Context: an optimization exercise on an open-source flow, tuned for small area. The choices shown serve that exercise and are no tape-out recipe.
Only simulation tests tie the RTL to the original design; equivalence was not proved. The clock port is modelled as an ideal driver; clocking choices that lean on that would not hold on a real chip.

==> flow/design.v <==
package reg_file_pkg;
  localparam int REG_DATA_W   = 32;
  localparam int REG_ADDR_W   = 5;
  localparam int REG_NUM      = 32;
  localparam int REG_NUM_LOG2 = 5;
  localparam logic [REG_DATA_W-1:0] ZERO_WORD    = '0;
  localparam logic [REG_ADDR_W-1:0] NOP_REG_ADDR = '0;
  localparam logic WRITE_ENABLE  = 1'b1;
  localparam logic WRITE_DISABLE = 1'b0;
  localparam logic READ_ENABLE   = 1'b1;
  localparam logic READ_DISABLE  = 1'b0;
endpackage
module reg_file_rd_port
#(
  parameter int DATA_W   = reg_file_pkg::REG_DATA_W,
  parameter int ADDR_W   = reg_file_pkg::REG_ADDR_W,
  parameter int NUM_REGS = reg_file_pkg::REG_NUM
) (
  input  logic                           rst,
  input  logic                           re,
  input  logic [ADDR_W-1:0]              raddr,
  input  logic                           we,
  input  logic [ADDR_W-1:0]              waddr,
  input  logic [DATA_W-1:0]              wdata,
  input  logic [NUM_REGS-1:1]            valid,
  input  logic [(NUM_REGS-1)*DATA_W-1:0] words,
  output logic [DATA_W-1:0]              rdata
);
  logic                act;
  logic                hit;
  logic                arr;
  logic [3:0]          pre_lo;
  logic [7:0]          pre_hi;
  logic [NUM_REGS-1:0] sel;
  logic [NUM_REGS-1:0] sel_hi;
  assign act = !rst && (re == reg_file_pkg::READ_ENABLE);
  assign hit = (we == reg_file_pkg::WRITE_ENABLE) && (waddr == raddr);
  assign sel[0] = act && hit && (raddr != reg_file_pkg::NOP_REG_ADDR);
  assign arr = act && !hit;
  logic [ADDR_W-1:0] raddr_n;
  for (genvar a = 0; a < ADDR_W; a++) begin : g_raddr_n
    rf_inv u_inv (.a(raddr[a]), .y(raddr_n[a]));
  end
  for (genvar k = 0; k < 4; k++) begin : g_pre_lo
    rf_and3 u_pre (
      .a (arr),
      .b (k[0] ? raddr[0] : raddr_n[0]),
      .c (k[1] ? raddr[1] : raddr_n[1]),
      .y (pre_lo[k])
    );
  end
  for (genvar j = 0; j < 8; j++) begin : g_pre_hi
    rf_and3 u_pre (
      .a (j[0] ? raddr[2] : raddr_n[2]),
      .b (j[1] ? raddr[3] : raddr_n[3]),
      .c (j[2] ? raddr[4] : raddr_n[4]),
      .y (pre_hi[j])
    );
  end
  assign sel_hi[0] = sel[0];
  for (genvar i = 1; i < NUM_REGS; i++) begin : g_sel
    rf_and3 u_sel_lo (.a(pre_lo[i%4]), .b(pre_hi[i/4]), .c(valid[i]), .y(sel[i]));
    rf_and3 u_sel_hi (.a(pre_lo[i%4]), .b(pre_hi[i/4]), .c(valid[i]), .y(sel_hi[i]));
  end
  for (genvar b = 0; b < DATA_W; b++) begin : g_bit
    logic [NUM_REGS-1:0] cand;
    logic [NUM_REGS-1:0] s;
    logic [9:0]          part_n;
    logic [3:0]          grp;
    assign s = (b < DATA_W/2) ? sel : sel_hi;
    assign cand[0] = wdata[b];
    for (genvar i = 1; i < NUM_REGS; i++) begin : g_cand
      assign cand[i] = words[(i-1)*DATA_W + b];
    end
    for (genvar g = 0; g < 10; g++) begin : g_aoi
      rf_aoi222 u_aoi (
        .a0 (cand[3*g]),   .b0 (s[3*g]),
        .a1 (cand[3*g+1]), .b1 (s[3*g+1]),
        .a2 (cand[3*g+2]), .b2 (s[3*g+2]),
        .y  (part_n[g])
      );
    end
    rf_nand4 u_nand_0 (.a(part_n[0]), .b(part_n[1]), .c(part_n[2]), .d(part_n[3]), .y(grp[0]));
    rf_nand4 u_nand_1 (.a(part_n[4]), .b(part_n[5]), .c(part_n[6]), .d(part_n[7]), .y(grp[1]));
    rf_nand2 u_nand_2 (.a(part_n[8]), .b(part_n[9]),                               .y(grp[2]));
    rf_ao22  u_ao     (.a0(cand[30]), .b0(s[30]), .a1(cand[31]), .b1(s[31]),    .y(grp[3]));
    rf_or4   u_or     (.a(grp[0]),    .b(grp[1]),    .c(grp[2]),    .d(grp[3]),     .y(rdata[b]));
  end
endmodule
module rf_ao22 (
  input  logic a0, b0, a1, b1,
  output logic y
);
  assign y = (a0 && b0) || (a1 && b1);
endmodule
module rf_nand4 (
  input  logic a, b, c, d,
  output logic y
);
  assign y = !(a && b && c && d);
endmodule
module rf_nand2 (
  input  logic a, b,
  output logic y
);
  assign y = !(a && b);
endmodule
module rf_or4 (
  input  logic a, b, c, d,
  output logic y
);
  assign y = a || b || c || d;
endmodule
module rf_aoi222 (
  input  logic a0, b0, a1, b1, a2, b2,
  output logic y
);
  assign y = !((a0 && b0) || (a1 && b1) || (a2 && b2));
endmodule
module rf_and3 (
  input  logic a, b, c,
  output logic y
);
  assign y = a && b && c;
endmodule
module rf_and2 (
  input  logic a, b,
  output logic y
);
  assign y = a && b;
endmodule
module rf_o21a (
  input  logic a1, a2, b1,
  output logic y
);
  assign y = (a1 || a2) && b1;
endmodule
module rf_inv (
  input  logic a,
  output logic y
);
  assign y = !a;
endmodule
module reg_file
#(
  parameter int DATA_W   = reg_file_pkg::REG_DATA_W,
  parameter int ADDR_W   = reg_file_pkg::REG_ADDR_W,
  parameter int NUM_REGS = reg_file_pkg::REG_NUM
) (
  input  logic              clk,
  input  logic              rst,
  input  logic              we,
  input  logic [ADDR_W-1:0] waddr,
  input  logic [DATA_W-1:0] wdata,
  input  logic              re1,
  input  logic [ADDR_W-1:0] raddr1,
  output logic [DATA_W-1:0] rdata1,
  input  logic              re2,
  input  logic [ADDR_W-1:0] raddr2,
  output logic [DATA_W-1:0] rdata2
);
  logic [(NUM_REGS-1)*DATA_W-1:0] words_q;
  logic [NUM_REGS-1:1]            valid_q;
  logic [NUM_REGS-1:1]            wen;
  logic [3:0]                     we_lo;
  logic [7:0]                     we_hi;
  for (genvar k = 0; k < 4; k++) begin : g_we_lo
    assign we_lo[k] = (we == reg_file_pkg::WRITE_ENABLE) && (waddr[1:0] == 2'(k));
  end
  for (genvar j = 0; j < 8; j++) begin : g_we_hi
    assign we_hi[j] = (waddr[4:2] == 3'(j));
  end
  for (genvar i = 1; i < NUM_REGS; i++) begin : g_wen
    rf_and2 u_wen (.a(we_lo[i%4]), .b(we_hi[i/4]), .y(wen[i]));
  end
  always_ff @(posedge clk) begin
    for (int i = 1; i < NUM_REGS; i++) begin
      if (wen[i]) begin
        words_q[(i-1)*DATA_W +: DATA_W] <= wdata;
      end
    end
  end
  logic rst_n;
  logic [NUM_REGS-1:1] valid_d;
  assign rst_n = !rst;
  for (genvar i = 1; i < NUM_REGS; i++) begin : g_valid
    rf_o21a u_valid (.a1(valid_q[i]), .a2(wen[i]), .b1(rst_n), .y(valid_d[i]));
  end
  always_ff @(posedge clk) begin
    valid_q <= valid_d;
  end
  reg_file_rd_port #(.DATA_W(DATA_W), .ADDR_W(ADDR_W), .NUM_REGS(NUM_REGS)) u_rd_port1 (
    .rst    (rst),
    .re     (re1),
    .raddr  (raddr1),
    .we     (we),
    .waddr  (waddr),
    .wdata  (wdata),
    .valid  (valid_q),
    .words  (words_q),
    .rdata  (rdata1)
  );
  reg_file_rd_port #(.DATA_W(DATA_W), .ADDR_W(ADDR_W), .NUM_REGS(NUM_REGS)) u_rd_port2 (
    .rst    (rst),
    .re     (re2),
    .raddr  (raddr2),
    .we     (we),
    .waddr  (waddr),
    .wdata  (wdata),
    .valid  (valid_q),
    .words  (words_q),
    .rdata  (rdata2)
  );
endmodule
export LEC_CHECK = 0
export CAP_MARGIN = 20
export CORE_MARGIN = 2
export CORE_UTILIZATION = 60
export PLACE_DENSITY = 0.7
export SLEW_MARGIN = 20
export SYNTH_HIERARCHICAL = 1
export SYNTH_MINIMUM_KEEP_SIZE = 0
create_clock -name core_clock -period 8.0 [get_ports {clk}]
standard.sh (not shown) runs the stock make flow with config.mk's settings and CLKGATE_MAP_FILE= SYNTH_SCRIPT=/design/flow/synth_recipe.tcl, a recipe that flattens the netlist after the stock synthesis.
==> flow/flow/run.sh <==
#!/bin/bash
# The standard layout with three changes: every input port is buffered by a
# buf_2 and every output port by a buf_1 instead of the resizer's default
# pick, and clock tree synthesis clusters about 30 flip-flops per clkbuf_16
# leaf without dummy loads. Make's full output goes to flow.log here; ORFS
# keeps each step's log under orfs/logs.
set -euo pipefail
export BUFFER_PORTS_ARGS="-buffer_cell sky130_fd_sc_hd__buf_2"
export POST_GLOBAL_PLACE_TCL="$PWD/flow/out_bufs.tcl"
export CTS_ARGS="-sink_clustering_enable -repair_clock_nets -buf_list sky130_fd_sc_hd__clkbuf_16 -sink_clustering_size 30 -sink_clustering_max_diameter 120 -dont_use_dummy_load"
bash standard.sh > flow.log 2>&1
==> flow/flow/out_bufs.tcl <==
# Sourced after global placement: the buffers that port buffering put on the
# output ports only drive the port's fixed load, so each becomes a buf_1.
foreach inst [[ord::get_db_block] getInsts] {
  if { [[$inst getMaster] getName] ne "sky130_fd_sc_hd__buf_2" } {
    continue
  }
  set net [[$inst findITerm X] getNet]
  if { $net ne "NULL" && [llength [$net getBTerms]] > 0 } {
    replace_cell [$inst getName] sky130_fd_sc_hd__buf_1
  }
}
log_cmd estimate_parasitics -placement
The first run passed the timing, DRC and antenna checks.
==> next run, changes <==
==> flow/flow/run.sh (replaced) <==
#!/bin/bash
# The standard layout with three changes: every input port is buffered by a
# buf_2 and every output port by a buf_1 instead of the resizer's default
# pick, and clock tree synthesis clusters about 31 flip-flops per clkbuf_16
# leaf without dummy loads. Make's full output goes to flow.log here; ORFS
# keeps each step's log under orfs/logs.
set -euo pipefail
export BUFFER_PORTS_ARGS="-buffer_cell sky130_fd_sc_hd__buf_2"
export POST_GLOBAL_PLACE_TCL="$PWD/flow/out_bufs.tcl"
export CTS_ARGS="-sink_clustering_enable -repair_clock_nets -buf_list sky130_fd_sc_hd__clkbuf_16 -sink_clustering_size 31 -sink_clustering_max_diameter 120 -dont_use_dummy_load"
bash standard.sh > flow.log 2>&1
CORE_UTILIZATION = 72   (was 60)
PLACE_DENSITY = 0.8   (was 0.7)
Sequential cell count does not change.
Area after synthesis is unchanged.
Final area falls slightly.
Hold slack improved by 4.7 ps.
Cell count falls by a few percent.
Global-route usage came out higher by 7.3 points.
Sequential share of layout area increases by 0.38 points.

## what the ideal ports hide
Ports are ideal in the flow. The routed layouts listed here were re-timed in OpenROAD. Step 1: set_driving_cell puts a clkbuf_16 on clk and a buf_2 on each other input, an assumption about the parent block. Step 2 moves the port delays by t, midway between the first and last clock arrival at a register: inputs arrive t later, outputs are due t later. That takes back most of the time a late clock gives input paths. Three values: no drivers, after step 1, after step 2; two values: the first two.
run	shift t [ns]	setup WS [ns]	worst hold slack (ns)	worst data-port slew with drivers (ns)	pins driven straight from the clock port
the first run	0.648	1.115 / 0.991 / 0.991	0.525 / 0.525 / 0.525	0.17	1
the second run	0.685	1.015 / 0.990 / 0.990	0.530 / 0.530 / 0.530	0.11	1
After both steps every run listed still meets setup and hold. The setup slack of the first run, which loses most, moves by -0.124 ns with the drivers and by -0.124 ns with both steps.
